Background: an optimization exercise with open tools, aiming at small area, a short achievable clock period and few clock cycles per item. Do not read the settings as production practice. No run shown here included a check of the RTL's function; only the layout flow was run.

## flow/design.v (module list and top-level ports; edited modules follow where they fit)
// module poly_horner_seq: 1908 lines
// module phs_fa: 5 lines
module poly_horner_seq (
    input  logic               clk,
    input  logic               rst,
    input  logic               coeff_we,
    input  logic [3:0]         coeff_addr,
    input  logic signed [15:0] coeff_wdata,
    input  logic signed [15:0] x,
    input  logic               start,
    output logic               busy,
    output logic               done,
    output logic signed [31:0] sum,
    output logic               ovf
);
  // ...
==> flow/run.sh <==
#!/bin/bash
# synth_recipe.tcl (not shown) runs the flow's synth.tcl, then flattens the netlist and writes it again
# the make line also repeats each setting of config.mk as NAME=value (left out here)
make -C /OpenROAD-flow-scripts/flow DESIGN_CONFIG=/design/flow/config.mk WORK_HOME=/design/flow/orfs CLKGATE_MAP_FILE= SYNTH_SCRIPT=/design/flow/synth_recipe.tcl finish
==> flow/config.mk <==
export PLATFORM = sky130hd
export DESIGN_NAME = poly_horner_seq
export DESIGN_NICKNAME = poly_horner_seq
export VERILOG_FILES = /design/flow/design.v
export SDC_FILE = /design/flow/constraint.sdc
export NUM_CORES = 4
export LEC_CHECK = 0
export ABC_AREA = 1
export CAP_MARGIN = 20
export CORE_MARGIN = 2
export CORE_UTILIZATION = 40
export SLEW_MARGIN = 20
export SYNTH_HIERARCHICAL = 1
export SYNTH_MINIMUM_KEEP_SIZE = 0
==> flow/constraint.sdc <==
create_clock -name core_clock -period 9.0 [get_ports {clk}]
set_input_delay 1.8000 -clock core_clock [delete_from_list [all_inputs] [get_ports {clk}]]
set_output_delay 1.8000 -clock core_clock [all_outputs]
set_load 0.01 [all_outputs]
==> run notes, run 1 <==
Metal-1 WL=26.3 mm; commonest non-fill, non-tap cell in the layout=xor2_1; post-cts hold buffer count=0; post-route setup TNS=0 ns; Max-cap violations=0; Top Registers=r_coeff x176, r_acc x32, r_cprev x16; most frequent CP cell=fa_1; status=complete, no violations; DIE AREA=57,400 um^2; vias per inst=5.70; worst path required time=9.35 ns; Hold Crit Endpoint=r_cval[0]; buffering overhead=0.0413; worst hold start=r_cval[0]; starting density of the core=0.404; CTS resizes=0; Adder-Cell Fraction of Synth Area=0.261; largest family of logic cells by synthesized area=adder cells; post-synthesis cell area=22,200 um^2; H-tree lvl count=1; share of the synthesized area in the top cell type=0.281; critical path endpoint=r_acc[30]; Filler Cell Count=5,130; largest net degree at the start of global routing=50; met1 global-route usage=0.295; TritonCTS Buffers=30; CP max FO=49; Placed Cells=2,838; Synth area leader=edfxtp_1; post-synthesis mux area share=0; fin worst setup slack=2.82 ns; Biggest register=r_coeff; met3 Resource Use GR=0.0360; post-synthesis xor/xnor area fraction=0.120; gr ovfl total=0
==> run 2: changes to the inputs <==
--- a/flow/config.mk
+++ b/flow/config.mk
@@ -9,5 +9,6 @@
 export CAP_MARGIN = 20
 export CORE_MARGIN = 2
-export CORE_UTILIZATION = 40
+export CORE_UTILIZATION = 65
+export PLACE_DENSITY = 0.75
 export SLEW_MARGIN = 20
 export SYNTH_HIERARCHICAL = 1
==> run 2 against run 1 <==
  * Area after synthesis unchanged
  * First-iteration DRC count increased by 43%
  * Global-route usage rose by 13 points
  * Hold slack got worse by 0.0037 ns
  * Count of clock-buffer cells in the layout did not move
  * Die area is 38% lower
  * Utilization is 27 points higher
  * Via count increased by 3.4%
  * Non-clock buffer count down 2
==> run notes, run 2 <==
status=complete, no violations; post-synthesis cell area=22,200 um^2 (unchanged); area growth from synthesis to layout=8.59%; most common cell in the netlist=xor2_1; Worst Max-Slew Pin Slew=1.16 ns; Synth area leader=edfxtp_1; critical path endpoint=r_acc[26]; Final Max Tran Viols=0; arrival time of the worst setup path=6.95 ns; Via Count=17,100; Post-synth ARST share=0.154; Clk Latency, worst-skew pair=0.59 ns; RePlAce Congestion=0.980; DIE AREA=35,700 um^2 (-38%); Die Width=189 um; syn_nets=2,506; CP max FO=49 (unchanged); CP Capture Type=register; CTS Root Cell=clkbuf_16; RSZ-0062 raised after global routing=false; Final period util=0.736; Detail Route Antenna Nets=0; Levels on crit path=23; Die Ht=189 um; Biggest register=r_coeff; GRT Util Overall=0.358; TritonCTS Buffers=29 (-3.3%); PortBufs=74; Main synth FF type=edfxtp_1; clock sink total=266; share of the synthesized area in the top cell type=0.281 (unchanged); H-tree lvl count=1 (unchanged); Hold Vio Cnt, Final=0; Distinct cells, synth=56; vias per inst=6.59 (+16%); Worst-path clk slew=0.06 ns; crit-path max cell delay=0.66 ns; # diodes=0; Post-CTS Repair Setup Buffers=0; Buf/Inv on CP=3; starting density of the core=0.661 (+0.257); Iter 0 DRT Violations=1,939; largest net degree at the start of global routing=50 (unchanged); Place WS=2.42 ns; kind of critical path=reg -> reg; fin worst setup slack=2.37 ns (-0.444 ns); fmax=151 MHz; CTS tree=done; gr ovfl total=0 (unchanged); row count=67; Worst Setup SP=r_idx[0]; r2r startpoint=r_idx[0]; reg2reg path depth=23; # setup viols final=0; Post-synth EDFFs=208; initial antenna violation count=0; most frequent cells in the layout=xor2_1 (287), o22ai_1 (280), inv_1 (213); worst path required time=9.32 ns (-0.03 ns); most frequent CP cell=fa_1; syn_area_per_cell=10.5 um^2; clock skew=0.0302 ns; Post-Syn Instances=2,123; Cell Chain, Critical Path=buf_4 > nor2_4 > inv_2 > nor2_1 > a2111oi_2 > o21ai_1 > nand2_2 > o311ai_1 > inv_1 > fa_1 > fa_1 > fa_1 > fa_1 > ha_1 > a21oi_1 > nand2_1 > nor2_1 > nand2_4 > a31oi_4 > o21bai_2 > nand2_1 > nand2_1 > xor2_1; final instance area=24,100 um^2; Max-cap violations=0 (unchanged); max reg flops=176; CTS resizes=0 (unchanged); number of synthesized register bits=266; Cell Count, Final, Fillers Out=2,589; clk buf depth=3; Hold Crit Depth=2; Top Registers=r_coeff x176, r_acc x32, r_cprev x16; boundary pin count=75; crit start category=register; Pre-antenna DRT Iters=5; first-pass GRT wire length=98.1 mm; sequential area share after synthesis=0.343; WHS=0.467 ns; nets=2,502; RR Endpoint=r_acc[26]; vias in the first global route=17,800; DRC viols=0; post-route setup TNS=0 ns (unchanged); core area=33,600 um^2; Yosys Warn Count=7; HP Class=reg -> reg; Max-Slew Margin vs Limit=0.221; placed cell area=23,200 um^2; Commonest cells post-synth=xor2_1 (287), o22ai_1 (280), inv_1 (216), edfxtp_1 (208), fa_1 (200); Final Core Density=0.717; fin crit period=6.63 ns; share of layout cells above drive strength 1=0.0621; Synth area leaders=edfxtp_1 (28%), fa_1 (18%), xor2_1 (11%); Total Routed Length=62.6 mm; post-cts hold buffer count=0 (unchanged); Worst path slowest cell=inv_2; crit-path leading delay family=adder cells; post-DP HPWL=41.3 mm; Placed Cells=2,536 (-11%); drt wl/cell=24.2 um; commonest non-fill, non-tap cell in the layout=xor2_1; R2R setup slack=2.37 ns
run 2: cell count changes in the layout (fill, tap and decap cells not counted), moves of 3 or more:
cell and change:
inv_6 +4, inv_2 -3, clkinv_1 +4, bufinv_16 -3
run 2: area by class of cell:
| cell class | count | area (um^2) |
|---|---|---|
| multi-input cells | 1474 | 13100 |
| fillers | 2435 | 9500 |
| flip-flops and latches | 266 | 7620 |
| repair buffers | 109 | 1000 |
| inverters | 239 | 900 |
| clock buffers | 40 | 791 |
| well taps | 448 | 561 |
| clock inverters | 13 | 106 |
run 2: modules after synthesis, one instance, submodules excluded:
module,copies in the design,flops+latches,cell area [um^2]
phs_fa,195,0,20.0
poly_horner_seq,1,266,18300
run 2: cells by family after synthesis:
logic type / share of synthesized area
XOR/XNOR: 0.120
AND/OR/NAND/NOR: 0.0620
adder cells (fa/ha/maj): 0.261
flip-flops: 0.343
buffers and inverters: 0.0672
AO/OA/AOI/OAI: 0.147
run 2: tightest hold or removal path, delay by kind of cell (launching register included):
family                 cells  cell delay, ns
flip-flops                 1            0.32
buffers and inverters      1            0.05
AO/OA/AOI/OAI              1            0.06
run 2: worst min-delay path by stage:
stage | start | end | slack (ns)
final | r_cval[1] | r_cval[1] | 0.47
after global routing | r_ovf | r_ovf | 0.49
after CTS | r_ovf | r_ovf | 0.47
after floorplan | r_cval[5] | r_cval[5] | 0.42
after global placement | r_ovf | r_ovf | 0.45
after detailed placement | r_cval[1] | r_cval[1] | 0.46
run 2: routing by layer:
metal  vias up  part of all wire  GRT usage
met5         -                 0          0
met4         0             0.058      0.192
met3       283              0.10     0.0777
met2      1083              0.47      0.587
met1      8315              0.36      0.446
li1       7384                 -          -

==> what the ideal ports hide <==
In the flow no input, the clock included, has a driving cell. The finished layouts below were timed again as built, in two steps.
Step 1 sets driving cells, clkbuf_16 on the clock port and buf_2 on the other inputs (assumed; they add their load-dependent delay and slew).
Step 2, shift: input delay + t, output delay - t, t = (earliest + latest rising clock arrival at the registers) / 2. This alone moves slack from input paths to output paths.
Slacks: ideal ports / drivers / drivers and shift; pairs: ideal ports / drivers.
| run | t, ns | slack for setup (ns) | worst register clock-pin slew, ns |
|---|---|---|---|
| run 1 | 0.637 | 2.819 / 2.819 / 2.819 | 0.06 / 0.06 |
| run 2 | 0.633 | 2.374 / 2.374 / 2.374 | 0.06 / 0.06 |
After both steps every run listed still meets setup and hold.
